What follows belongs to an exercise in optimizing a design on an open flow for small area, a short achievable clock period and few clock cycles per item; a production flow would make more cautious choices. In this exercise RTL edits were held to simulation tests only and were not proved equivalent to the original. Power is estimated from default activity; no workload was simulated.

## alpha
Design tophat_subtract, start of the top module:
module tophat_subtract #(
    parameter int DATA_WIDTH = 16,
    parameter int LAG        = 35,
    parameter int DEPTH      = 128,
    localparam int PTR_W     = (DEPTH > 1) ? $clog2(DEPTH) : 1,
    localparam int CNT_W     = $clog2(DEPTH + 1),
    localparam int DROP_W    = $clog2(LAG + 2)
) (
    input  logic                  clk,
    input  logic                  areset,
    input  logic [DATA_WIDTH-1:0] axis_raw_tdata,
    input  logic                  axis_raw_tvalid,
    output logic                  axis_raw_tready,
    input  logic [DATA_WIDTH-1:0] axis_base_tdata,
    input  logic                  axis_base_tvalid,
    output logic                  axis_base_tready,
    output logic [DATA_WIDTH-1:0] axis_out_tdata,
    output logic                  axis_out_tvalid,
    input  logic                  axis_out_tready,
    output logic                  sat_flag
);
    localparam int                NB       = DEPTH / 2;       
    localparam int                NGRP     = NB / 2;          
    localparam int                NLO      = 8;               
    localparam int                NHI      = DEPTH / NLO;
    localparam logic [PTR_W-1:0]  HOLD_MAX = PTR_W'(DEPTH - 1);
    localparam logic [DROP_W-1:0] LAG_C    = DROP_W'(LAG);
    logic [DATA_WIDTH-1:0] mem [DEPTH];
    logic [DATA_WIDTH-1:0] w_data;
    logic                  w_v;
    logic [NLO-1:0]        w_lo;
    logic [NLO-1:0]        wr_lo_n;
    logic [NHI-1:0]        wr_hi_n;
    logic [NLO-1:0]        wr_lo;
    logic [NHI-1:0]        wr_hi;
    logic [NGRP-1:0]       rd_lo [2];
    logic                  rd_hi [2];
    logic                  rd_bank;        
    logic [DATA_WIDTH-1:0] rd_part [2][2];
    logic [PTR_W-1:0]      held;           
    logic [DROP_W-1:0]     drop_cnt;
    logic                  warm;           
    logic                  raw_rdy, base_rdy;
    logic                  raw_nrdy, base_nrdy;
    assign raw_rdy  = !raw_nrdy;
    assign base_rdy = !base_nrdy;
    logic                  p1_v;
    logic [DATA_WIDTH-1:0] p1_raw, p1_base;
    logic                  d_v, d_ovf;
    logic [DATA_WIDTH-1:0] d_diff;
    logic                  s_v, s_sat;
    logic [DATA_WIDTH-1:0] s_data;
    logic                  o_v, o_sat;
    logic [DATA_WIDTH-1:0] o_data;
    logic                  sticky;
  ...
Size: about 4500 cells after synthesis, ~2300 flip-flops, about 57 I/O pins.
==> flow/config.mk <==
export PLATFORM = sky130hd
export DESIGN_NAME = tophat_subtract
export DESIGN_NICKNAME = tophat_subtract
export VERILOG_FILES = /design/flow/design.v
export SDC_FILE = /design/flow/constraint.sdc
export NUM_CORES = 4
export LEC_CHECK = 0
export CAP_MARGIN = 20
export CORE_MARGIN = 2
export CORE_UTILIZATION = 50
export CTS_CLUSTER_DIAMETER = 80
export CTS_CLUSTER_SIZE = 24
export SETUP_SLACK_MARGIN = 2.6
export SLEW_MARGIN = 20
export TNS_END_PERCENT = 100
==> flow/constraint.sdc <==
create_clock -name core_clock -period 5.0 [get_ports {clk}]
set_input_delay 1.0000 -clock core_clock [delete_from_list [all_inputs] [get_ports {clk}]]
set_output_delay 1.0000 -clock core_clock [all_outputs]
set_load 0.01 [all_outputs]
standard.sh (not shown) runs the stock make flow with config.mk's settings and CLKGATE_MAP_FILE= SYNTH_SCRIPT=/design/flow/synth_recipe.tcl, a recipe that flattens the netlist after the stock synthesis.
==> flow/flow/run.sh <==
#!/bin/bash
set -euo pipefail
export MAKEFLAGS="MATCH_CELL_FOOTPRINT=0"
export BUFFER_PORTS_ARGS="-buffer_cell sky130_fd_sc_hd__buf_4"
bash standard.sh > make_finish.log 2>&1
Testbench counts of alpha, summed over its fixed seeds: cycles 2,704, items 2,400.
Setup changes, alpha to beta
- a change of CORE_UTILIZATION from 50 to 62
- a change of SETUP_SLACK_MARGIN from 2.6 to 2.7
Findings:
- Going from alpha to beta, routed via count divided by cell count now sits higher, number of cells traversed by the worst register-to-register path now sits higher, combined area of the multi-input logic cells now sits higher, utilization of the core after routing now sits higher.
- On beta: actual transition at the worst max-transition pin is 0.075 ns lower than what alpha gave.
- In summary, beta completed successfully, with a layout that passed the timing, design-rule and antenna checks.
Changes in gamma relative to beta:
- a change of SETUP_SLACK_MARGIN from 2.7 to 2.9
- a change of CORE_UTILIZATION from 62 to 50
Results
- Going from beta to gamma, sum of routed wire segments on met1 has increased; instance count of the mapped netlist has remained practically unchanged; reported clock group power has remained practically unchanged; power drawn by the combinational cells has increased; final area has increased.
- Compared with beta, in gamma global routing usage summed across all routing layers moved down; proportion of cell area occupied by multi-input gates level.


Setup of v6:
Starting RTL as in the previous note.
clock: 5.0 ns
lec_check: 0
cap_margin: 20
core_margin: 2
core_utilization: 56
cts_cluster_diameter: 80
cts_cluster_size: 24
setup_slack_margin: 2.7
slew_margin: 20
tns_end_percent: 100
Scripts as last shown in full above: flow/flow/run.sh
Testbench counts of v6, summed over its fixed seeds: cycles 2,704, items 2,400.
[inputs] v7 vs v6
- swapping 56 for 50 in CORE_UTILIZATION
Results
- Core utilization | v7 below v6
- met1 track demand over resource sits lower in v7 than in v6.
- v7 vs v6 — number of buffers inserted to repair setup after CTS dropped 5.
- As far as flip-flop and latch power is concerned, v6 and v7 perform about the same.
- Diff v6 -> v7 | transition time at the pin with the least slew margin | decrease of 0.22 ns
- Routed wire length across v6 and v7: no real change.

static timing again, ports no longer ideal:
Ports are ideal in the flow. The routed layouts listed here were re-timed in OpenROAD.
Step 1: set_driving_cell puts a clkbuf_16 on clk and a buf_2 on each other input, an assumption about the parent block.
Step 2 also shifts input and output timing later by t, the mid clock arrival at the registers, as if the neighbouring blocks saw the same clock.
a / b / c = ideal / step 1 / step 2; a / b = the first two.
run	t, ns	setup slack, ns	hold slack, ns	worst data-port slew with drivers (ns)	pins driven straight from the clock port
alpha	0.855	2.536 / 2.461 / 2.289	0.310 / 0.257 / 0.478	0.11	1
beta	0.848	2.584 / 2.528 / 2.162	0.318 / 0.257 / 0.482	0.07	1
gamma	0.847	2.566 / 2.481 / 2.300	0.240 / 0.178 / 0.466	0.10	1
v6	0.847	2.602 / 2.516 / 2.404	0.206 / 0.150 / 0.468	0.10	1
v7	0.853	2.584 / 2.496 / 2.244	0.323 / 0.261 / 0.483	0.09	1
After both steps setup and hold are still met in every run listed. The setup slack of beta, which loses most, moves by -0.056 ns with the drivers and by -0.422 ns with both steps.
